From an optimization exercise on the open Yosys and OpenROAD flow, aimed at small area and a short achievable clock period; shortcuts taken in it are not production practice. In this exercise RTL edits were held to simulation tests only and were not proved equivalent to the original. The flow treats the clock pin as an ideal source, which a real chip does not have.

==> run E <==
==> flow/design.v <==
package can_tx_pkg;
    localparam int MAX_BYTES = 8;
    localparam int MAX_ID_W  = 29;
    typedef enum logic [1:0] {
        IDLE = 2'd0,
        ARB  = 2'd1,
        REQ  = 2'd2,
        WAIT = 2'd3
    } state_t;
endpackage
module can_tx_prio_sel
#(
    parameter  int NUM_MB = 10,
    parameter  int ID_W   = 11
) (
    input  logic [NUM_MB-1:0]            pending_i,
    input  logic [NUM_MB-1:0][ID_W-1:0]  ids_i,
    output logic [NUM_MB-1:0]            win_o
);
    localparam int NP = (NUM_MB + 1) / 2;    
    function automatic logic id_le(input logic [ID_W-1:0] a, input logic [ID_W-1:0] b, input logic strict);
        logic r;
        r = !strict;
        for (int k = 0; k < ID_W; k++) r = (!a[k] && b[k]) || ((!a[k] || b[k]) && r);
        id_le = r;
    endfunction
    logic [NP-1:0]           pv;        
    logic [NP-1:0][ID_W-1:0] pid;       
    logic [NP-1:0]           plo;       
    logic [NP-1:0][NP-1:0]   beats;     
    logic [NP-1:0]           pwin;
    always_comb begin
        for (int p = 0; p < NP; p++) begin
            if (2*p + 1 < NUM_MB) begin
                plo[p] = pending_i[2*p] && (!pending_i[2*p+1] || id_le(ids_i[2*p], ids_i[2*p+1], 1'b0));
                pv[p]  = pending_i[2*p] || pending_i[2*p+1];
                pid[p] = plo[p] ? ids_i[2*p] : ids_i[2*p+1];
            end else begin
                plo[p] = 1'b1;
                pv[p]  = pending_i[2*p];
                pid[p] = ids_i[2*p];
            end
        end
        for (int a = 0; a < NP; a++) begin
            for (int b = 0; b < NP; b++) begin
                if (a == b)     beats[a][b] = 1'b1;
                else if (a < b) beats[a][b] = !pv[b] || id_le(pid[a], pid[b], 1'b0);
                else            beats[a][b] = !pv[b] || id_le(pid[a], pid[b], 1'b1);
            end
        end
        for (int a = 0; a < NP; a++) pwin[a] = pv[a] && (&beats[a]);
        for (int i = 0; i < NUM_MB; i++) begin
            win_o[i] = pwin[i/2] && ((i % 2 == 0) ? plo[i/2] : !plo[i/2]);
        end
    end
endmodule
module can_tx_mailbox
#(
    parameter  int NUM_MB    = 10,
    parameter  int ID_W      = 11,
    parameter  int MAX_RETRY = 16,
    localparam int MBW       = $clog2(NUM_MB)
) (
    input  logic              clk,
    input  logic              g_rst,
    input  logic              hdr_ld,
    input  logic [ID_W-1:0]   hdr_id,
    input  logic              hdr_rtr,
    input  logic [3:0]        hdr_dlc,
    input  logic              wr_en,
    input  logic [MBW-1:0]    wr_mb,
    input  logic [2:0]        wr_idx,
    input  logic [7:0]        data_in,
    input  logic [NUM_MB-1:0] tx_buff_ld,
    output logic [NUM_MB-1:0] mb_pending,
    output logic              tx_buff_busy,
    output logic              tx_done,
    output logic [MBW-1:0]    tx_done_mb,
    output logic              tx_err,
    output logic              frame_gen_intl,
    input  logic              fg_ack,
    output logic [ID_W-1:0]   tx_id,
    output logic              tx_rtr,
    output logic [3:0]        tx_dlc,
    output logic [63:0]       tx_data,
    output logic [MBW-1:0]    tx_mb,
    input  logic              tx_success,
    input  logic              tx_fail
);
    if (NUM_MB < 2 || NUM_MB > 16 || ID_W < 1 || ID_W > can_tx_pkg::MAX_ID_W || MAX_RETRY < 1) begin : g_param_check
        $error("can_tx_mailbox: parameter out of range");
    end
    localparam int HW = ID_W + 1 + 4;           
    logic [NUM_MB-1:0]               pending_q;
    logic [NUM_MB-1:0][ID_W-1:0]     hdr_id_q;
    logic [NUM_MB-1:0]               hdr_rtr_q;
    logic [NUM_MB-1:0][3:0]          hdr_dlc_q;
    logic [NUM_MB-1:0][63:0]         data_q;
    logic [NUM_MB-1:0]               win;       
    logic [NUM_MB-1:0]               rd_sel;    
    logic [MBW-1:0]                  win_idx;
    logic [ID_W-1:0]                 tx_id_q;
    logic                            tx_rtr_q;
    logic [3:0]                      tx_dlc_q;
    logic [63:0]                     tx_data_q;
    logic [MBW-1:0]                  tx_mb_q;
    logic                            tx_done_q, busy_q;
    logic                            tx_ok, tx_bad, drop, retire;
    logic [NUM_MB-1:0]               mb_sel;    
    logic [NUM_MB-1:0]               pending_d;
    can_tx_prio_sel #(.NUM_MB(NUM_MB), .ID_W(ID_W)) u_prio_sel (
        .pending_i (pending_q),
        .ids_i     (hdr_id_q),
        .win_o     (win)
    );
    logic arb_q, req_q, wait_q;
    assign tx_ok  = wait_q && tx_success;
    assign tx_bad = wait_q && !tx_success && tx_fail;
    always_ff @(posedge clk) begin
        if (!g_rst) begin
            arb_q  <= 1'b0;
            req_q  <= 1'b0;
            wait_q <= 1'b0;
        end else begin
            arb_q  <= !arb_q && !req_q && !wait_q && (|pending_q);
            req_q  <= arb_q || (req_q && !fg_ack);
            wait_q <= (req_q && fg_ack) || (wait_q && !tx_success && !tx_fail);
        end
    end
    always_comb begin
        for (int i = 0; i < NUM_MB; i++) mb_sel[i] = (tx_mb_q == MBW'(i));
    end
    localparam int RW = $clog2(MAX_RETRY);
    logic [NUM_MB-1:0][RW-1:0] retry_q;
    logic [RW-1:0]             retry_cur, retry_nxt;
    logic                      tx_err_q;
    assign retry_cur = retry_q[tx_mb_q];
    assign drop      = tx_bad && (retry_cur == RW'(MAX_RETRY - 1));
    assign retire    = tx_ok || drop;
    assign retry_nxt = (!g_rst || retire) ? '0 : RW'(retry_cur + 1'b1);
    always_ff @(posedge clk) begin
        for (int i = 0; i < NUM_MB; i++) begin
            if (!g_rst || (mb_sel[i] && (tx_ok || tx_bad))) retry_q[i] <= retry_nxt;
        end
    end
    always_ff @(posedge clk) begin
        if (!g_rst) tx_err_q <= 1'b0;
        else        tx_err_q <= drop;
    end
    assign tx_err = tx_err_q;
    always_comb begin
        for (int i = 0; i < NUM_MB; i++) begin
            pending_d[i] = g_rst && (pending_q[i] || tx_buff_ld[i]) && !(retire && mb_sel[i]);
        end
    end
    always_ff @(posedge clk) begin
        pending_q <= pending_d;
        busy_q    <= |pending_d;
    end
    always_ff @(posedge clk) begin
        if (!g_rst) tx_done_q <= 1'b0;
        else        tx_done_q <= tx_ok;
    end
    logic [7:0]      wd_data;
    logic [ID_W-1:0] wd_id;
    logic            wd_rtr;
    logic [3:0]      wd_dlc;
    assign wd_data = data_in & {8{g_rst}};
    assign wd_id   = hdr_id  & {ID_W{g_rst}};
    assign wd_rtr  = hdr_rtr & g_rst;
    assign wd_dlc  = hdr_dlc & {4{g_rst}};
    always_ff @(posedge clk) begin
        for (int i = 0; i < NUM_MB; i++) begin
            logic mb_wr;
            mb_wr = (wr_mb == MBW'(i)) && !pending_q[i];
            if (!g_rst || (mb_wr && hdr_ld)) begin
                hdr_id_q[i]  <= wd_id;
                hdr_rtr_q[i] <= wd_rtr;
                hdr_dlc_q[i] <= wd_dlc;
            end
            for (int k = 0; k < 8; k++) begin
                if (!g_rst || (mb_wr && wr_en && wr_idx == 3'(k))) data_q[i][8*k +: 8] <= wd_data;
            end
        end
    end
    assign rd_sel = arb_q ? win : mb_sel;
    always_comb begin
        win_idx = '0;
        for (int i = 0; i < NUM_MB; i++) if (win[i]) win_idx = win_idx | MBW'(i);
    end
    always_ff @(posedge clk) begin
        if (arb_q) tx_mb_q <= win_idx;
    end
    always_ff @(posedge clk) begin
        logic [ID_W-1:0] id_m;
        logic            rtr_m;
        logic [3:0]      dlc_m;
        logic [63:0]     data_m;
        id_m = '0; rtr_m = 1'b0; dlc_m = '0; data_m = '0;
        for (int i = 0; i < NUM_MB; i++) begin
            id_m   = id_m   | (hdr_id_q[i]  & {ID_W{rd_sel[i]}});
            rtr_m  = rtr_m  | (hdr_rtr_q[i] & rd_sel[i]);
            dlc_m  = dlc_m  | (hdr_dlc_q[i] & {4{rd_sel[i]}});
            data_m = data_m | (data_q[i]    & {64{rd_sel[i]}});
        end
        tx_id_q   <= id_m;
        tx_rtr_q  <= rtr_m;
        tx_dlc_q  <= dlc_m;
        tx_data_q <= data_m;
    end
    assign mb_pending     = pending_q;
    assign tx_buff_busy   = busy_q;
    assign tx_done        = tx_done_q;
    assign tx_done_mb     = tx_mb_q;
    assign frame_gen_intl = req_q;
    assign tx_id          = tx_id_q;
    assign tx_rtr         = tx_rtr_q;
    assign tx_dlc         = tx_dlc_q;
    assign tx_data        = tx_data_q;
    assign tx_mb          = tx_mb_q;
endmodule
==> flow/flow/run.sh <==
#!/bin/bash
# Layout flow: the standard ORFS flow run unchanged except for:
#  - synthesis maps the logic with flow/abc_area.script (ABC's &nf mapper after &dch)
#    in place of ORFS's abc_area.script; the rest of synthesis is the standard one,
#    so the registers are exactly the standard synthesis's;
#  - port buffers use buf_2 instead of the resizer's default pick;
#  - after CTS, flow/post_cts.tcl runs an extra setup repair that aims below the
#    current worst path (the SDC, clock period and I/O delays stay the design's).
# Each tool's output goes to its own log file in the work folder.
set -euo pipefail
W=$PWD
rm -rf "$W/scripts_abc"
cp -r "$FLOW_HOME/scripts" "$W/scripts_abc"
cp flow/abc_area.script "$W/scripts_abc/abc_area.script"
bash standard.sh SCRIPTS_DIR="$W/scripts_abc" synth > synth.log 2>&1
bash standard.sh \
  BUFFER_PORTS_ARGS="-buffer_cell sky130_fd_sc_hd__buf_2" \
  POST_CTS_TCL="$W/flow/post_cts.tcl" \
  finish > layout.log 2>&1
test -s out/final.def
==> flow/flow/abc_area.script <==
strash
&get -n
&st
&dch
&nf
&put
topo
stime -c
buffer -c
upsize -c
dnsize -c
==> flow/flow/post_cts.tcl <==
estimate_parasitics -placement
set ws0 [worst_slack -max]
puts "extra repair: start worst slack $ws0"
for {set i 0} {$i < 8} {incr i} {
  set target [expr {$ws0 + 0.3}]
  repair_timing -setup -setup_margin $target -repair_tns 100 -verbose
  set ws1 [worst_slack -max]
  puts "extra repair: pass $i target $target worst slack $ws1"
  if {$ws1 < $ws0 + 0.02} { break }
  set ws0 $ws1
}
detailed_placement
check_placement -verbose
estimate_parasitics -placement
puts "extra repair: end worst slack [worst_slack -max]"
==> flow/standard.sh <==
#!/bin/bash
# synth_recipe.tcl (not shown) runs the flow's synth.tcl, then flattens the netlist and writes it again
# the make line also repeats each setting of config.mk as NAME=value (left out here)
make -C /OpenROAD-flow-scripts/flow DESIGN_CONFIG=/design/flow/config.mk WORK_HOME=/design/flow/orfs CLKGATE_MAP_FILE= SYNTH_SCRIPT=/design/flow/synth_recipe.tcl "${@:-finish}"
==> flow/config.mk <==
export PLATFORM = sky130hd
export DESIGN_NAME = can_tx_mailbox
export DESIGN_NICKNAME = can_tx_mailbox
export VERILOG_FILES = /design/flow/design.v
export SDC_FILE = /design/flow/constraint.sdc
export NUM_CORES = 4
export LEC_CHECK = 0
export ABC_AREA = 1
export CAP_MARGIN = 20
export CORE_MARGIN = 2
export CORE_UTILIZATION = 60
export SLEW_MARGIN = 20
==> flow/constraint.sdc <==
create_clock -name core_clock -period 25.0 [get_ports {clk}]
set_input_delay 5.0000 -clock core_clock [delete_from_list [all_inputs] [get_ports {clk}]]
set_output_delay 5.0000 -clock core_clock [all_outputs]
set_load 0.01 [all_outputs]
==> run R (differences from run E) <==
==> flow/flow/run.sh (replaced) <==
#!/bin/bash
# Layout flow: the standard ORFS flow run unchanged except for:
#  - synthesis maps the logic with flow/abc_area.script (ABC dc2 and dch choices, then the &nf mapper, twice)
#    in place of ORFS's abc_area.script; the rest of synthesis is the standard one,
#    so the registers are exactly the standard synthesis's;
#  - port buffers use buf_2 instead of the resizer's default pick;
#  - the resizer's setup repair (floorplan, CTS and global-route steps) aims for
#    MARGIN ns of slack, so it also shortens paths that already meet 25 ns. The SDC,
#    clock period and I/O delays stay the design's.
# Each tool's output goes to its own log file in the work folder.
set -euo pipefail
MARGIN=18.8
W=$PWD
rm -rf "$W/scripts_abc"
cp -r "$FLOW_HOME/scripts" "$W/scripts_abc"
cp flow/abc_area.script "$W/scripts_abc/abc_area.script"
bash standard.sh SCRIPTS_DIR="$W/scripts_abc" synth > synth.log 2>&1
bash standard.sh \
  BUFFER_PORTS_ARGS="-buffer_cell sky130_fd_sc_hd__buf_2" \
  SETUP_SLACK_MARGIN="$MARGIN" \
  finish > layout.log 2>&1
test -s out/final.def
==> flow/flow/abc_area.script (replaced) <==
strash
dc2
dch -f
&get -n
&nf
&put
strash
dch -f
&get -n
&nf
&put
topo
stime -c
buffer -c
upsize -c
dnsize -c
- CORE_UTILIZATION: 60 -> 72
- CTS_BUF_LIST: default -> sky130_fd_sc_hd__clkbuf_16
- CTS_CLUSTER_DIAMETER: default -> 100
- CTS_CLUSTER_SIZE: default -> 24
removed: flow/flow/post_cts.tcl
==> reports/metrics.yaml <==
run_status:
  outcome: "finished clean"
layout:
  layout-drive-gt1-share_pct: 21.1
logic_synthesis:
  syn_area_sq_mm: 0.0357
  muxShareOfSynthArea_pct: 1.44
  synth-compound-area-share_pct: 14.8
clock_tree:
  clk_latency_ns: 0.63
# the run above: run R

==> reports/metrics.yaml <==
global_route:
  grt_overflow_total: 0
clock_tree:
  clk_latency_ns: 0.65
run_status:
  outcome: "finished clean"
logic_synthesis:
  muxShareOfSynthArea_pct: 1.39
  synth-compound-area-share_pct: 14.6
# the run above: run E

## what the ideal ports hide
The flow's constraints put no driver on any port. The routed layouts listed below were extracted and timed again, unchanged, in two steps.
Step 1 assumes that a clkbuf_16 drives the clock port and a buf_2 every other input.
Step 2 moves the port delays by t, midway between the first and last clock arrival at a register: inputs arrive t later, outputs are due t later. That takes back most of the time a late clock gives input paths.
a / b / c = ideal / step 1 / step 2; a / b = the first two.
| run | t, ns | setup slack, ns | hold slack, ns | latest minus earliest clock arrival (ns) | worst register clock-pin slew, ns |
|---|---|---|---|---|---|
| run E | 0.708 | 17.793 / 17.834 / 17.126 | 0.456 / 0.456 / 0.456 | 0.022 / 0.022 | 0.07 / 0.07 |
| run R | 0.675 | 18.581 / 18.600 / 17.924 | 0.507 / 0.507 / 0.507 | 0.042 / 0.041 | 0.11 / 0.11 |
After both steps every run listed still meets setup and hold. The setup slack of run E, which loses most, moves by +0.041 ns with the drivers and by -0.667 ns with both steps.
